Source: an optimization exercise on an open RTL-to-GDS flow (aim: small area, a short achievable clock period and few clock cycles). Production flows keep margins and buffers that such runs may drop.
Only simulation tests tie the RTL to the original design; equivalence was not proved.
No activity file was given, so power comes from the tool's default toggle rates.

==> flow/design.v <==
`default_nettype none
package sdf_pkg;
   localparam int MAX_DISTINCT_DEF = 256;
   localparam int VALUE_W          = 32;
   localparam int COUNT_OUT_W      = 9;
   typedef struct packed {
      logic rd_en;
      logic wr_en;
   } mem_ctl_type;
endpackage
`default_nettype wire
`default_nettype none
module sdf_table #(
   parameter int DEPTH = sdf_pkg::MAX_DISTINCT_DEF,
   parameter int NGRP  = 32,
   parameter int NTAIL = 4
) (
   input  wire                             clock,
   input  wire                             clr,        
   input  wire                             ins,        
   input  wire [sdf_pkg::VALUE_W-1:0]      ins_data,
   input  wire [sdf_pkg::VALUE_W-1:0]      query,
   input  wire [sdf_pkg::VALUE_W-1:0]      query_n,    
   output logic [NGRP-1:0]                 grp_hit,    
   output logic [NTAIL-1:0]                tail_free   
);
   localparam int GS = DEPTH / NGRP;
   localparam logic [DEPTH-1:0] INV = {(DEPTH/2){2'b10}};
   logic [DEPTH-1:0][sdf_pkg::VALUE_W-1:0] ring;
   logic [DEPTH-1:0]                       vst;    
   logic [DEPTH-1:0]                       vld;
   logic [DEPTH-1:0]                       match;
   assign vld = vst ^ INV;
   always_ff @(posedge clock) begin
      ring <= {ring[DEPTH-2:0], (ins ? ins_data : ring[DEPTH-1])};
      vst  <= ({vld[DEPTH-2:0], (ins | vld[DEPTH-1])} & {DEPTH{!clr}}) ^ INV;
   end
   always_comb begin
      for (int p = 0; p < DEPTH; p++) begin
         if (p < DEPTH / 2) match[p] = vld[p] && (ring[p] == query);
         else               match[p] = vld[p] && ((ring[p] ^ query_n) == '1);
      end
      for (int g = 0; g < NGRP; g++) begin
         grp_hit[g] = |match[g*GS +: GS];
      end
      for (int k = 0; k < NTAIL; k++) begin
         tail_free[k] = !vld[DEPTH-1-k];
      end
   end
endmodule
`default_nettype wire
`default_nettype none
module sdf_search #(
   parameter int MAX_DISTINCT = sdf_pkg::MAX_DISTINCT_DEF,
   parameter int CW           = $clog2(MAX_DISTINCT + 1),
   parameter int NGRP         = 32,
   parameter int QD           = 2        
) (
   input  wire                                clock,
   input  wire                                reset,
   input  wire                                start,
   input  wire signed [sdf_pkg::VALUE_W-1:0]  req_value,
   input  wire                                req_first_of_job,
   output logic                               busy,
   output logic                               tab_clr,
   output logic                               tab_ins,
   output logic [sdf_pkg::VALUE_W-1:0]        tab_ins_data,
   output logic [sdf_pkg::VALUE_W-1:0]        tab_query,
   output logic [sdf_pkg::VALUE_W-1:0]        tab_query_n,
   input  wire  [NGRP-1:0]                    tab_grp_hit,
   input  wire  [3:0]                         tab_tail_free,
   output logic                               rsp_valid,
   output logic signed [sdf_pkg::VALUE_W-1:0] rsp_echo_value,
   output logic                               rsp_is_new,
   output logic [sdf_pkg::COUNT_OUT_W-1:0]    rsp_distinct_count,
   output logic                               rsp_overflow
);
   logic                          busy_ff;
   logic                          take;
   logic                          s_vld;
   logic [sdf_pkg::VALUE_W-1:0]   s_val;
   logic [sdf_pkg::VALUE_W-1:0]   s_val_n;   
   logic                          s_fj;
   logic                          m_vld;
   logic [sdf_pkg::VALUE_W-1:0]   m_val;
   logic                          m_fj;
   logic [NGRP-1:0]               m_grp;
   logic                          m_pend;
   logic                          m_eqp;     
   logic                          o_vld;
   logic [sdf_pkg::VALUE_W-1:0]   o_val;
   logic                          o_fj;
   logic                          o_ins;
   logic                          o_new;
   logic [sdf_pkg::COUNT_OUT_W-1:0] o_cnt;
   logic                          o_ovf;
   logic [QD-1:0]                        pq_vld;
   logic [QD-1:0][sdf_pkg::VALUE_W-1:0]  pq_val;
   logic [QD-1:0]                        pq_pop;    
   logic [QD-1:0]                        pq_push;   
   logic [sdf_pkg::VALUE_W-1:0]          pq_head;
   logic                                 pq_any;
   logic                                 o_pend;
   logic                                 s_pend;
   logic [CW-1:0]   count_ff;
   logic [CW-1:0]   count_p1;   
   logic [CW-1:0]   count_p2;   
   logic            hit;
   logic            full;
   logic            add;
   logic [CW-1:0]   count_nx;
   logic            clr;
   logic            tclr_ff;   
   assign take = start && !busy_ff && !reset;
   assign clr  = m_vld && m_fj;
   assign o_pend = o_vld && o_ins;
   always_comb begin
      s_pend = o_pend && (o_val == s_val);
      for (int k = 0; k < QD; k++) s_pend = s_pend || (pq_vld[k] && (pq_val[k] == s_val));
   end
   assign hit      = !m_fj && ((!(o_vld && o_fj) && ((|m_grp) || m_pend)) ||
                               (o_pend && m_eqp));
   assign full     = !m_fj && (count_ff == CW'(MAX_DISTINCT));
   assign add      = m_vld && !hit && !full;
   always_comb begin
      if (m_fj) count_nx = CW'(add);
      else      count_nx = add ? count_p1 : count_ff;
   end
   always_comb begin
      pq_any  = |pq_vld;
      pq_pop  = '0;
      pq_head = pq_val[0];
      for (int k = QD - 1; k >= 0; k--) begin
         if (pq_vld[k]) begin
            pq_pop  = QD'(1) << k;
            pq_head = pq_val[k];
         end
      end
      tab_ins = tab_tail_free[0] && (pq_any || o_pend);
      if (!tab_tail_free[0]) pq_pop = '0;
      pq_push = '0;
      for (int k = QD - 1; k >= 0; k--) begin
         if (!pq_vld[k] || pq_pop[k]) pq_push = QD'(1) << k;
      end
      if (!(o_pend && (pq_any || !tab_tail_free[0]))) pq_push = '0;
   end
   assign tab_clr      = tclr_ff;
   assign tab_ins_data = pq_any ? pq_head : o_val;
   assign tab_query    = s_val;
   assign tab_query_n  = s_val_n;
   localparam int WT = QD + 4;
   logic [WT-1:0] wq;
   logic [3:0]    wp;
   always_comb begin
      wp = {take, s_vld, m_vld, o_pend};
      wq = '0;
      for (int k = 0; k < QD; k++) if (pq_vld[k]) wq = {wq[WT-2:0], 1'b1};
      for (int k = 0; k < 4; k++) begin
         if (wp[k] && !tab_tail_free[k])       wq = {wq[WT-2:0], 1'b1};
         else if (!wp[k] && tab_tail_free[k])  wq = {1'b0, wq[WT-1:1]};
      end
   end
   always_ff @(posedge clock) begin
      tclr_ff <= reset || (s_vld && s_fj);
      s_val  <= req_value;
      s_val_n <= ~req_value;
      s_fj   <= req_first_of_job;
      m_val  <= s_val;
      m_fj   <= s_fj;
      m_grp  <= tab_grp_hit;
      m_pend <= s_pend;
      m_eqp  <= (s_val == m_val);
      o_val  <= m_val;
      o_fj   <= m_fj;
      o_ins  <= add;
      o_new  <= !hit;
      o_cnt  <= sdf_pkg::COUNT_OUT_W'(count_nx);
      o_ovf  <= !hit && full;
      for (int k = 0; k < QD; k++) begin
         if (pq_push[k]) pq_val[k] <= o_val;
      end
   end
   always_ff @(posedge clock) begin
      if (reset) begin
         s_vld    <= 1'b0;
         m_vld    <= 1'b0;
         o_vld    <= 1'b0;
         count_ff <= '0;
         count_p1 <= CW'(1);
         count_p2 <= CW'(2);
         pq_vld   <= '0;
         busy_ff  <= 1'b0;
      end else begin
         s_vld    <= take;
         m_vld    <= s_vld;
         o_vld    <= m_vld;
         if (m_vld) begin
            count_ff <= count_nx;
            if (m_fj) begin
               count_p1 <= add ? CW'(2) : CW'(1);
               count_p2 <= add ? CW'(3) : CW'(2);
            end else if (add) begin
               count_p1 <= count_p2;
               count_p2 <= count_p2 + CW'(1);
            end
         end
         if (clr) pq_vld <= '0;
         else     pq_vld <= (pq_vld & ~pq_pop) | pq_push;
         busy_ff  <= wq[QD-1];
      end
   end
   assign busy               = busy_ff;
   assign rsp_valid          = o_vld;
   assign rsp_echo_value     = o_val;
   assign rsp_is_new         = o_new;
   assign rsp_distinct_count = o_cnt;
   assign rsp_overflow       = o_ovf;
endmodule
`default_nettype wire
`default_nettype none
module stream_distinct_filter #(
   parameter int MAX_DISTINCT = sdf_pkg::MAX_DISTINCT_DEF
) (
   input  wire                                clock,
   input  wire                                reset,
   input  wire                                start,
   output logic                               busy,
   input  wire signed [sdf_pkg::VALUE_W-1:0]  req_value,
   input  wire                                req_first_of_job,
   output logic                               rsp_valid,
   output logic signed [sdf_pkg::VALUE_W-1:0] rsp_echo_value,
   output logic                               rsp_is_new,
   output logic [sdf_pkg::COUNT_OUT_W-1:0]    rsp_distinct_count,
   output logic                               rsp_overflow
);
   logic                         tab_clr;
   logic                         tab_ins;
   logic [sdf_pkg::VALUE_W-1:0]  tab_ins_data;
   logic [sdf_pkg::VALUE_W-1:0]  tab_query;
   logic [sdf_pkg::VALUE_W-1:0]  tab_query_n;
   logic [31:0]                  tab_grp_hit;
   logic [3:0]                   tab_tail_free;
   sdf_search #(
      .MAX_DISTINCT (MAX_DISTINCT)
   ) u_search (
      .clock              (clock),
      .reset              (reset),
      .start              (start),
      .req_value          (req_value),
      .req_first_of_job   (req_first_of_job),
      .busy               (busy),
      .tab_clr            (tab_clr),
      .tab_ins            (tab_ins),
      .tab_ins_data       (tab_ins_data),
      .tab_query          (tab_query),
      .tab_query_n        (tab_query_n),
      .tab_grp_hit        (tab_grp_hit),
      .tab_tail_free      (tab_tail_free),
      .rsp_valid          (rsp_valid),
      .rsp_echo_value     (rsp_echo_value),
      .rsp_is_new         (rsp_is_new),
      .rsp_distinct_count (rsp_distinct_count),
      .rsp_overflow       (rsp_overflow)
   );
   sdf_table #(
      .DEPTH (MAX_DISTINCT)
   ) u_table (
      .clock     (clock),
      .clr       (tab_clr),
      .ins       (tab_ins),
      .ins_data  (tab_ins_data),
      .query     (tab_query),
      .query_n   (tab_query_n),
      .grp_hit   (tab_grp_hit),
      .tail_free (tab_tail_free)
   );
endmodule
`default_nettype wire
export LEC_CHECK = 0
export CAP_MARGIN = 20
export CORE_MARGIN = 2
export CORE_UTILIZATION = 70
export CTS_BUF_LIST = sky130_fd_sc_hd__clkbuf_16
export CTS_CLUSTER_DIAMETER = 80
export CTS_CLUSTER_SIZE = 25
export SLEW_MARGIN = 20
export TNS_END_PERCENT = 10
create_clock -name core_clock -period 10.0 [get_ports {clock}]
standard.sh (not shown) runs the stock make flow with config.mk's settings and CLKGATE_MAP_FILE= SYNTH_SCRIPT=/design/flow/synth_recipe.tcl, a recipe that flattens the netlist after the stock synthesis.
==> flow/flow/run.sh <==
#!/bin/bash
set -euo pipefail
bash standard.sh SETUP_SLACK_MARGIN=6.6 "BUFFER_PORTS_ARGS=-buffer_cell sky130_fd_sc_hd__buf_2" finish > standard_flow.log 2>&1
Testbench counts at the start, summed over its fixed seeds: cycles 14,489.
==> next run, changes <==
--- a/flow/design.v
+++ b/flow/design.v
@@ -10,11 +10,11 @@
 endpackage
 `default_nettype wire
 `default_nettype none
 module sdf_table #(
    parameter int DEPTH = sdf_pkg::MAX_DISTINCT_DEF,
-   parameter int NGRP  = 32,
+   parameter int NGRP  = 256,
    parameter int NTAIL = 4
 ) (
    input  wire                             clock,
    input  wire                             clr,        
    input  wire                             ins,        
@@ -51,11 +51,11 @@
 `default_nettype wire
 `default_nettype none
 module sdf_search #(
    parameter int MAX_DISTINCT = sdf_pkg::MAX_DISTINCT_DEF,
    parameter int CW           = $clog2(MAX_DISTINCT + 1),
-   parameter int NGRP         = 32,
+   parameter int NGRP         = 256,
    parameter int QD           = 2        
 ) (
    input  wire                                clock,
    input  wire                                reset,
    input  wire                                start,
@@ -236,11 +236,11 @@
    logic                         tab_clr;
    logic                         tab_ins;
    logic [sdf_pkg::VALUE_W-1:0]  tab_ins_data;
    logic [sdf_pkg::VALUE_W-1:0]  tab_query;
    logic [sdf_pkg::VALUE_W-1:0]  tab_query_n;
-   logic [31:0]                  tab_grp_hit;
+   logic [255:0]                 tab_grp_hit;
    logic [3:0]                   tab_tail_free;
    sdf_search #(
       .MAX_DISTINCT (MAX_DISTINCT)
    ) u_search (
       .clock              (clock),
Effect:
- synthesized cell count is higher by 1.1%
- via count went down by 0.56%
- first-iteration DRC count fell by 12%
- routed wire length came out lower by 1.3%
- sequential power climbs by about 3%
- cell area came out higher by 1.4%
- core utilization is about the same
- sequential cell count is higher by 224
- sequential share of layout area went up by 0.68 points
Testbench counts after the change, summed over its fixed seeds: cycles 14,489.

[port drivers added, routing unchanged]
No port has a modelled driver above. Below, the same layouts with a new extraction and two added sets of constraints.
Step 1, drivers: a clkbuf_16 drives clock and a buf_2 each remaining input, both assumed.
Step 2 also shifts input and output timing later by t, the mid clock arrival at the registers, as if the neighbouring blocks saw the same clock.
Slacks: no drivers / after step 1 / after step 2; pairs: no drivers / after step 1.
run	t, ns	slack for setup (ns)	slew at the worst register clock pin (ns)
the first run	1.127	6.357 / 6.343 / 6.228	0.11 / 0.11
the second run	1.124	6.338 / 6.338 / 6.289	0.11 / 0.11
After both steps setup and hold are still met in every run listed. For the first run, which loses most, drivers alone change the setup slack by -0.014 ns; drivers and shift together by -0.129 ns.
